Source: an optimization exercise on an open RTL-to-GDS flow (aim: small area, a short achievable clock period and few clock cycles). Production flows keep margins and buffers that such runs may drop.
RTL that was checked went through simulation tests only; none was proved equivalent to the original.
Power and IR drop assume default switching activity.

the baseline:
// lsu_top
module lsu_top (
  input  logic        clk,
  input  logic        reset,
  input  logic        in_valid,
  output logic        in_ready,
  input  logic [2:0]  in_funct3,
  input  logic        in_mm_re,
  input  logic        in_mm_we,
  input  logic        in_atomic,
  input  logic [4:0]  in_funct5,
  input  logic [63:0] in_addr,
  input  logic [4:0]  in_rd_addr,
  input  logic [63:0] in_data,
  output logic        dbus_req,
  output logic        dbus_we,
  output logic [63:0] dbus_addr,
  output logic [7:0]  dbus_sel,
  output logic [63:0] dbus_wdata,
  input  logic        dbus_ack,
  input  logic [63:0] dbus_rdata,
  output logic        wb_valid,
  output logic        wb_we,
  output logic [4:0]  wb_rd_addr,
  output logic [63:0] wb_rd_data,
  output logic        misaligned
);
Size in the first run: about 210 flip-flops, about 420 I/O pins, roughly 0.018 mm^2 of cells after synthesis.
export LEC_CHECK = 0
export CAP_MARGIN = 20
export CORE_MARGIN = 2
export CORE_UTILIZATION = 55
export CTS_BUF_LIST = sky130_fd_sc_hd__clkbuf_8
export CTS_CLUSTER_SIZE = 40
export SETUP_SLACK_MARGIN = 3.7
export SLEW_MARGIN = 20
export TNS_END_PERCENT = 5
create_clock -name core_clock -period 8.0 [get_ports {clk}]
standard.sh (not shown) runs the stock make flow with config.mk's settings and CLKGATE_MAP_FILE= SYNTH_SCRIPT=/design/flow/synth_recipe.tcl, a recipe that flattens the netlist after the stock synthesis.
==> flow/flow/run.sh <==
#!/bin/bash
# The standard layout (standard.sh: the standard flow's own ORFS flow and synthesis, unchanged), with the
# port buffers that placement inserts made sky130_fd_sc_hd__buf_1 instead of the default cell.
set -euo pipefail
export BUFFER_PORTS_ARGS="-buffer_cell sky130_fd_sc_hd__buf_1"
bash standard.sh > standard_flow.log 2>&1
Testbench counts of the baseline, summed over its fixed seeds: cycles 8,991.
Inputs modified between the baseline and the candidate:
- CTS_CLUSTER_SIZE removed (was 40)
- CTS_BUF_LIST removed (was sky130_fd_sc_hd__clkbuf_8)
==> run summary <==
Wire length of the first global-routing pass delta (the candidate − the baseline): unfavourable
Summary of the candidate over the baseline: critical path depth shows an increase of 1; total of clock buffers placed in the layout shows a reduction of 10; final hold slack shows an increase of 3.2 ps; total track usage shows an increase of 0.15 points; number of vias after detailed routing shows no meaningful change.

========
lsu_top, a different RTL version from the one above (not shown whole).
Size: ~2600 cells after synthesis, about 0.021 sq mm of cells after synthesis.
==> flow/config.mk <==
export PLATFORM = sky130hd
export DESIGN_NAME = lsu_top
export DESIGN_NICKNAME = lsu_top
export VERILOG_FILES = /design/flow/design.v
export SDC_FILE = /design/flow/constraint.sdc
export NUM_CORES = 4
export LEC_CHECK = 0
export CAP_MARGIN = 20
export CORE_MARGIN = 2
export CORE_UTILIZATION = 40
export SETUP_SLACK_MARGIN = 3.5
export SLEW_MARGIN = 20
==> flow/constraint.sdc <==
create_clock -name core_clock -period 8.0 [get_ports {clk}]
set_input_delay 1.6000 -clock core_clock [delete_from_list [all_inputs] [get_ports {clk}]]
set_output_delay 1.6000 -clock core_clock [all_outputs]
set_load 0.01 [all_outputs]
run.sh (not shown) runs the stock make flow with config.mk's settings and CLKGATE_MAP_FILE= SYNTH_SCRIPT=/design/flow/synth_recipe.tcl, a recipe that flattens the netlist after the stock synthesis.
Stock flow here: none of the scripts above is used.
Edit:
- SETUP_SLACK_MARGIN: 3.5 -> 4.5
After rerunning:
- utilization increases by 0.63 points
- hold slack improves by 0.015 ns
- flip-flop and latch count is unchanged
- power goes up by 2.1%
- global-route usage is higher by 0.60 points
- non-clock buffer count went up by 57
- worst setup slack improves by 0.27 ns
- synthesized area stays the same
- final cell count rose by 1.7%
No functional check of the RTL was part of any run of this note.

========
Setup of the reference run:
lsu_top, a different RTL version from the one above (not shown whole).
Size in the first run: about 420 I/O pins, about 19000 µm² of cells after synthesis.
==> flow/design.v (excerpt) <==
module lsu_top (
  input  logic        clk,
  input  logic        reset,
  input  logic        in_valid,
  output logic        in_ready,
  input  logic [2:0]  in_funct3,
  input  logic        in_mm_re,
  input  logic        in_mm_we,
  input  logic        in_atomic,
  input  logic [4:0]  in_funct5,
  input  logic [63:0] in_addr,
  input  logic [4:0]  in_rd_addr,
  input  logic [63:0] in_data,
  output logic        dbus_req,
  output logic        dbus_we,
  output logic [63:0] dbus_addr,
  output logic [7:0]  dbus_sel,
  output logic [63:0] dbus_wdata,
  input  logic        dbus_ack,
  input  logic [63:0] dbus_rdata,
  output logic        wb_valid,
  output logic        wb_we,
  output logic [4:0]  wb_rd_addr,
  output logic [63:0] wb_rd_data,
  output logic        misaligned
);
  pipeline::memory_signals sig;
  assign sig.funct3  = in_funct3;
  assign sig.mm_re   = in_mm_re;
  assign sig.mm_we   = in_mm_we;
  assign sig.atomic  = in_atomic;
  assign sig.funct5  = in_funct5;
  assign sig.mm_addr = in_addr;
  assign sig.rd_addr = in_rd_addr;
  ...
Settings: LEC_CHECK=0, CAP_MARGIN=20, CORE_MARGIN=2, CORE_UTILIZATION=60, SETUP_SLACK_MARGIN=3.7, SLEW_MARGIN=20, TNS_END_PERCENT=0; clock period 8.0 ns.
standard.sh (not shown) runs the stock make flow with config.mk's settings and CLKGATE_MAP_FILE= SYNTH_SCRIPT=/design/flow/synth_recipe.tcl, a recipe that flattens the netlist after the stock synthesis.
Scripts as last shown in full above: flow/flow/run.sh
Testbench counts of the reference run, summed over its fixed seeds: cycles 8,991.
Modified inputs, the trial run compared to the reference run
diff --git a/flow/config.mk b/flow/config.mk
--- a/flow/config.mk
+++ b/flow/config.mk
@@ -8,6 +8,6 @@
 export CAP_MARGIN = 20
 export CORE_MARGIN = 2
-export CORE_UTILIZATION = 60
+export CORE_UTILIZATION = 55
 export SETUP_SLACK_MARGIN = 3.7
 export SLEW_MARGIN = 20
-export TNS_END_PERCENT = 0
+export TNS_END_PERCENT = 5
## What came out
The trial run finished every stage and its layout cleared the timing, DRC and antenna checks.
Diff the reference run -> the trial run: clock skew rose 0.0033 ns, share of total power consumed by net switching rose by 1.2 points, total power of the final layout dropped 2.9%, area growth from synthesis to final layout did not really move.
Diff the reference run -> the trial run: wire length essentially unchanged, floorplan die area picked up an extra about 9%, sequential cell count stayed essentially flat, final routed wire length divided by cell count lower.
The reference run vs the trial run, standard cell with the maximum stage delay on the critical path: a21boi_1 vs o21ai_0
Max worst hold slack after final layout across the trial run and the reference run: the reference run
Looking at placeable core region across both flows, the trial run is the weaker of the two, with the reference run ahead.

========
lsu_top, a different RTL version from the one above (not shown whole).
Size in the first run: ~2200 cells after synthesis, about 420 I/O pins, roughly 0.019 mm^2 of cells after synthesis.
clock: 8.0 ns
lec_check: 0
cap_margin: 20
core_margin: 2
core_utilization: 40
setup_slack_margin: 4.2
slew_margin: 20
run.sh (not shown) runs the stock make flow with config.mk's settings and CLKGATE_MAP_FILE= SYNTH_SCRIPT=/design/flow/synth_recipe.tcl, a recipe that flattens the netlist after the stock synthesis.
Stock flow here: none of the scripts above is used.
The first run finished with timing, DRC and antenna clean.
==> next run, changes <==
--- a/flow/config.mk
+++ b/flow/config.mk
@@ -11 +11 @@
-export SETUP_SLACK_MARGIN = 4.2
+export SETUP_SLACK_MARGIN = 3.5
The changed run produced a clean layout.
Cell area fell by 1.3%.
Setup slack gains 0.11 ns.
Die area is unchanged.
Total power drops by about 1.5%.
Count of clock-buffer cells in the layout went up by 1.
Wire length grows by 0.35%.
Sequential power barely changes.
No run of this note included a check of the RTL's function; only the layout flow was run.

==> what the ideal ports hide <==
In the flow no input, the clock included, has a driving cell. The finished layouts below were timed again as built, in two steps. Step 1 assumes that a clkbuf_16 drives the clock port and a buf_2 every other input. Step 2, shift: input delay + t, output delay - t, t = (earliest + latest rising clock arrival at the registers) / 2. This alone moves slack from input paths to output paths. Slacks: ideal ports / drivers / drivers and shift; pairs: ideal ports / drivers.
run | t (ns) | slack for setup (ns) | worst hold slack (ns) | worst data-port slew with drivers (ns) | cell pins on the clock port's net
the baseline | 0.651 | 3.492 / 3.443 / 3.236 | 0.497 / 0.497 / 0.497 | 0.12 | 1
the candidate | 0.637 | 3.509 / 3.455 / 3.189 | 0.500 / 0.500 / 0.500 | 0.11 | 1
the first run of note 2 | 0.514 | 2.239 / 2.173 / 2.064 | 0.523 / 0.523 / 0.523 | 0.09 | 1
the second run of note 2 | 0.542 | 2.511 / 2.429 / 2.175 | 0.538 / 0.538 / 0.538 | 0.18 | 1
the reference run | 0.640 | 3.502 / 3.383 / 3.282 | 0.601 / 0.601 / 0.601 | 0.16 | 1
the trial run | 0.649 | 3.555 / 3.495 / 3.495 | 0.535 / 0.535 / 0.535 | 0.13 | 1
the first run of note 4 | 0.624 | 2.947 / 2.901 / 2.372 | 0.504 / 0.504 / 0.504 | 0.21 | 1
the second run of note 4 | 0.637 | 3.052 / 2.877 / 2.294 | 0.490 / 0.490 / 0.490 | 0.21 | 1
After both steps setup and hold are still met in every run listed. For the second run of note 4, which loses most, drivers alone change the setup slack by -0.175 ns; drivers and shift together by -0.758 ns.
